Context: an optimization exercise on an open-source flow, tuned for small area, a short achievable clock period and few clock cycles. The choices shown serve that exercise and are no tape-out recipe. RTL that was checked went through simulation tests only; none was proved equivalent to the original. No driver is modelled on the clock port, so clock power and skew are understated where the tree is cut down; a real chip needs a root buffer or a tree. No activity file was given, so power comes from the tool's default toggle rates.

// tandem_motif_repeat_detector
module tandem_motif_repeat_detector (
    input  logic                              aclk,
    input  logic                              aresetn,
    input  logic                              s_tvalid,
    output logic                              s_tready,
    input  logic [7:0]                        s_tdata,    
    input  logic [1:0]                        s_tuser,    
    input  logic                              s_tlast,    
    output logic                              m_tvalid,
    input  logic                              m_tready,
    output logic [7:0]                        m_tdata,    
    output logic [0:0]                        m_tuser,    
    input  logic                              cfg_valid,
    output logic                              cfg_ready,
    input  logic [tmr_pkg::CFG_IDX_W-1:0]     cfg_index,
    input  logic [tmr_pkg::CFG_DATA_W-1:0]    cfg_data
);
For scale: about 94 I/O pins, roughly 11,000 um2 of cells after synthesis.
Settings: LEC_CHECK=0, CAP_MARGIN=20, CORE_MARGIN=2, CORE_UTILIZATION=40, SLEW_MARGIN=20; clock period 10.0 ns.
standard.sh (not shown) runs the stock make flow with config.mk's settings and CLKGATE_MAP_FILE= SYNTH_SCRIPT=/design/flow/synth_recipe.tcl, a recipe that flattens the netlist after the stock synthesis.
==> flow/flow/run.sh <==
#!/bin/bash
# Standard layout (the standard.sh: standard synthesis and ORFS steps),
# with repair_timing aiming for setup slack well beyond the clock period's
# needs, so that sizing and buffering shorten the critical paths.
set -euo pipefail
bash standard.sh SETUP_SLACK_MARGIN=6.8 finish > make_finish.log 2>&1
The starting point went through all stages and came out clean.
Edit:
==> flow/flow/run.sh (replaced) <==
#!/bin/bash
set -euo pipefail
bash standard.sh SETUP_SLACK_MARGIN=7.0 "BUFFER_PORTS_ARGS=-buffer_cell sky130_fd_sc_hd__buf_1" finish > make_finish.log 2>&1
Settings changed: CORE_UTILIZATION 40 to 60.
The changed run went through all stages and came out clean.
Design area fell by 4.2%.
Clock-buffer cell count goes down by 1.
Hold slack stays flat.
Non-clock buffer count is unchanged.
Edit:
==> flow/run.sh (new file) <==
#!/bin/bash
# synth_recipe.tcl (not shown) runs the flow's synth.tcl, then flattens the netlist and writes it again
# the make line also repeats each setting of config.mk as NAME=value (left out here)
make -C /OpenROAD-flow-scripts/flow DESIGN_CONFIG=/design/flow/config.mk WORK_HOME=/design/flow/orfs CLKGATE_MAP_FILE= SYNTH_SCRIPT=/design/flow/synth_recipe.tcl finish
Settings changed: CORE_UTILIZATION 60 to 40.
removed: flow/flow/run.sh
removed: flow/standard.sh
After rerunning:
- hold slack gains 0.0075 ns
- die area increases by well over a third
- clock power shrinks by a few percent
- global-route usage falls by 7.2 points
- critical path depth is higher by 3
- synthesized cell count is unchanged
Function was not checked in any run of this note: the RTL went through the layout flow alone.

---

== alpha ==
tandem_motif_repeat_detector, a different RTL version from the one above (not shown whole).
Size in the first run: about 94 I/O pins, about 10000 sq um of cells after synthesis.
clock: 10.0 ns
lec_check: 0
cap_margin: 20
core_margin: 2
core_utilization: 70
slew_margin: 20
==> flow/flow/run.sh <==
#!/bin/bash
# The standard layout (standard.sh: standard synthesis and ORFS steps at
# the design's clock period and SDC), with these changes to how it is made:
#  - repair_timing aims for a setup slack of 7.2 ns at the 10 ns clock, so
#    sizing and buffering shorten the critical paths;
#  - buf_1 as the port buffer of every input and output (repair upsizes it
#    where timing needs);
#  - CTS with clkbuf_8 leaves of at most 16 sinks and no dummy loads;
#  - after CTS, the tree's root buffer is removed so the clock port drives
#    the tree's first level (2 clock buffers) directly.
# Each step's output goes to its own log: make_cts.log, drop_clock_root.log,
# make_finish.log here, and ORFS's per-step logs under orfs/logs/.
set -euo pipefail
export MY_ABC_SCRIPT=$PWD/flow/abc_area.script
KNOBS=(SYNTH_SCRIPT=$PWD/flow/synth.tcl
  SETUP_SLACK_MARGIN=7.2
  "BUFFER_PORTS_ARGS=-buffer_cell sky130_fd_sc_hd__buf_1"
  "CTS_ARGS=-sink_clustering_enable -repair_clock_nets -dont_use_dummy_load -root_buf sky130_fd_sc_hd__clkbuf_16 -buf_list sky130_fd_sc_hd__clkbuf_8 -sink_clustering_size 16 -sink_clustering_max_diameter 60")
bash standard.sh "${KNOBS[@]}" cts > make_cts.log 2>&1
RESULTS=$PWD/orfs/results/$FLOW_PLATFORM/tandem_motif_repeat_detector/base \
  openroad -no_init -exit flow/drop_clock_root.tcl > drop_clock_root.log 2>&1
bash standard.sh "${KNOBS[@]}" finish > make_finish.log 2>&1
==> flow/flow/abc_area.script <==
strash
&get -n
&fraig -x
&put
scorr
dc2
dretime
strash
&get -n
&dch -f
&nf -R 1000
&put
topo
stime -c
buffer -c
upsize -c
dnsize -c
==> flow/flow/synth.tcl <==
# The standard synthesis script (synth_recipe.tcl), except that ABC maps
# the logic with an area-oriented script (abc_area.script beside this file);
# registers are mapped before ABC, so they are the standard synthesis's.
proc synth {args} { yosys synth -nofsm -noshare {*}$args }
proc abc {args} {
  set i [lsearch -exact $args -script]
  if {$i >= 0} { set args [lreplace $args $i [expr {$i+1}] -script $::env(MY_ABC_SCRIPT)] }
  yosys abc {*}$args
}
source $::env(SCRIPTS_DIR)/synth.tcl
# left out here: clear keep_hierarchy, flatten, clean up, hide names made inside functions, write 1_2_yosys.v
Other scripts of this flow, unchanged in this note and not shown: flow/flow/drop_clock_root.tcl
Testbench counts of alpha, summed over its fixed seeds: cycles 41,687.
What beta does differently from alpha at the input level:
Settings: swapping 70 for 60 in CORE_UTILIZATION.
--- a/flow/flow/run.sh
+++ b/flow/flow/run.sh
@@ -2,2 +2,5 @@
-# The standard layout (standard.sh: standard synthesis and ORFS steps at
-# the design's clock period and SDC), with these changes to how it is made:
+# The standard layout (standard.sh: ORFS steps at the design's clock
+# period and SDC), with these changes to how it is made:
+#  - synthesis is standard.sh's (synth_recipe.tcl flow, same register
+#    mapping, flattening and renaming), except that ABC maps the logic with
+#    an area-oriented script (flow/synth.tcl, flow/abc_area.script);
--- a/flow/flow/abc_area.script
+++ b/flow/flow/abc_area.script
@@ -12,0 +13,5 @@
+strash
+&get -n
+&dch -f
+&nf -R 1000
+&put
Findings:
Compared with alpha, in beta non-clock buffer instance count of the final layout rose 11; post-synthesis simple-gate area fraction fell 0.22 points.
Detailed-routing iteration count for the pre-antenna-repair pass: beta vs alpha down 3
Delta (beta minus alpha): critical path depth now smaller, number of buffers and inverters on the critical path now smaller, tapcell count now larger, overall die area now larger, top achievable clock speed now larger.
Diff beta..alpha | count of sequential standard cells | unchanged
Vias: beta fewer than alpha
Post-synthesis cell count (beta vs. alpha) decreases slightly
## Diff of input files: gamma against beta
Settings: CORE_UTILIZATION now 70, was 60.
--- a/flow/flow/run.sh
+++ b/flow/flow/run.sh
@@ -2,5 +2,2 @@
-# The standard layout (standard.sh: ORFS steps at the design's clock
-# period and SDC), with these changes to how it is made:
-#  - synthesis is standard.sh's (synth_recipe.tcl flow, same register
-#    mapping, flattening and renaming), except that ABC maps the logic with
-#    an area-oriented script (flow/synth.tcl, flow/abc_area.script);
+# The standard layout (standard.sh: standard synthesis and ORFS steps at
+# the design's clock period and SDC), with these changes to how it is made:
@@ -17,3 +14 @@
-export MY_ABC_SCRIPT=$PWD/flow/abc_area.script
-KNOBS=(SYNTH_SCRIPT=$PWD/flow/synth.tcl
-  SETUP_SLACK_MARGIN=7.2
+KNOBS=(SETUP_SLACK_MARGIN=7.2
removed: flow/flow/abc_area.script
removed: flow/flow/synth.tcl
- Routing usage on met3 in gamma is 1.8 points higher than in beta
- Comparing beta and gamma, the higher total power after layout was measured on gamma.
- gamma ended up with sky130_fd_sc_hd__dfxtp_4 as its highest-delay cell along the critical path; beta ended up with sky130_fd_sc_hd__dfxtp_2.
- In the final reports, the cell area of gamma is larger than that of beta.
- Of the two values seen for first element of the critical path, out_valid_reg$_SDFF_PN0_ was produced by gamma and ready_reg$_SDFF_PN1_ by beta.

## re-timing with driven ports
The flow's constraints put no driver on any port. The routed layouts listed below were extracted and timed again, unchanged, in two steps.
Step 1, drivers: a clkbuf_16 drives aclk and a buf_2 each remaining input, both assumed.
Step 2 moves the port delays by t, midway between the first and last clock arrival at a register: inputs arrive t later, outputs are due t later. That takes back most of the time a late clock gives input paths.
Three values: ideal ports, drivers, drivers and shift; two values: the first two.
run | shift t [ns] | slack for setup (ns) | hold slack, ns | worst setup path at the end | slew at the worst register clock pin (ns)
the first run of note 1 | 0.581 | 6.853 / 6.827 / 6.291 | 0.330 / 0.330 / 0.330 | input to register | 0.06 / 0.06
the second run of note 1 | 0.547 | 7.001 / 6.956 / 6.579 | 0.330 / 0.330 / 0.330 | input to register | 0.06 / 0.06
the third run of note 1 | 0.581 | 6.519 / 6.519 / 5.959 | 0.338 / 0.338 / 0.338 | input to register | 0.06 / 0.06
alpha | 0.384 | 7.181 / 7.177 / 6.832 | 0.350 / 0.350 / 0.350 | input to register | 0.10 / 0.10
beta | 0.384 | 7.214 / 7.155 / 6.867 | 0.334 / 0.334 / 0.334 | input to register | 0.10 / 0.10
gamma | 0.388 | 7.196 / 7.137 / 6.860 | 0.330 / 0.330 / 0.330 | input to register | 0.11 / 0.11
After both steps setup and hold are still met in every run listed. For the first run of note 1, which loses most, drivers alone change the setup slack by -0.026 ns; drivers and shift together by -0.562 ns.
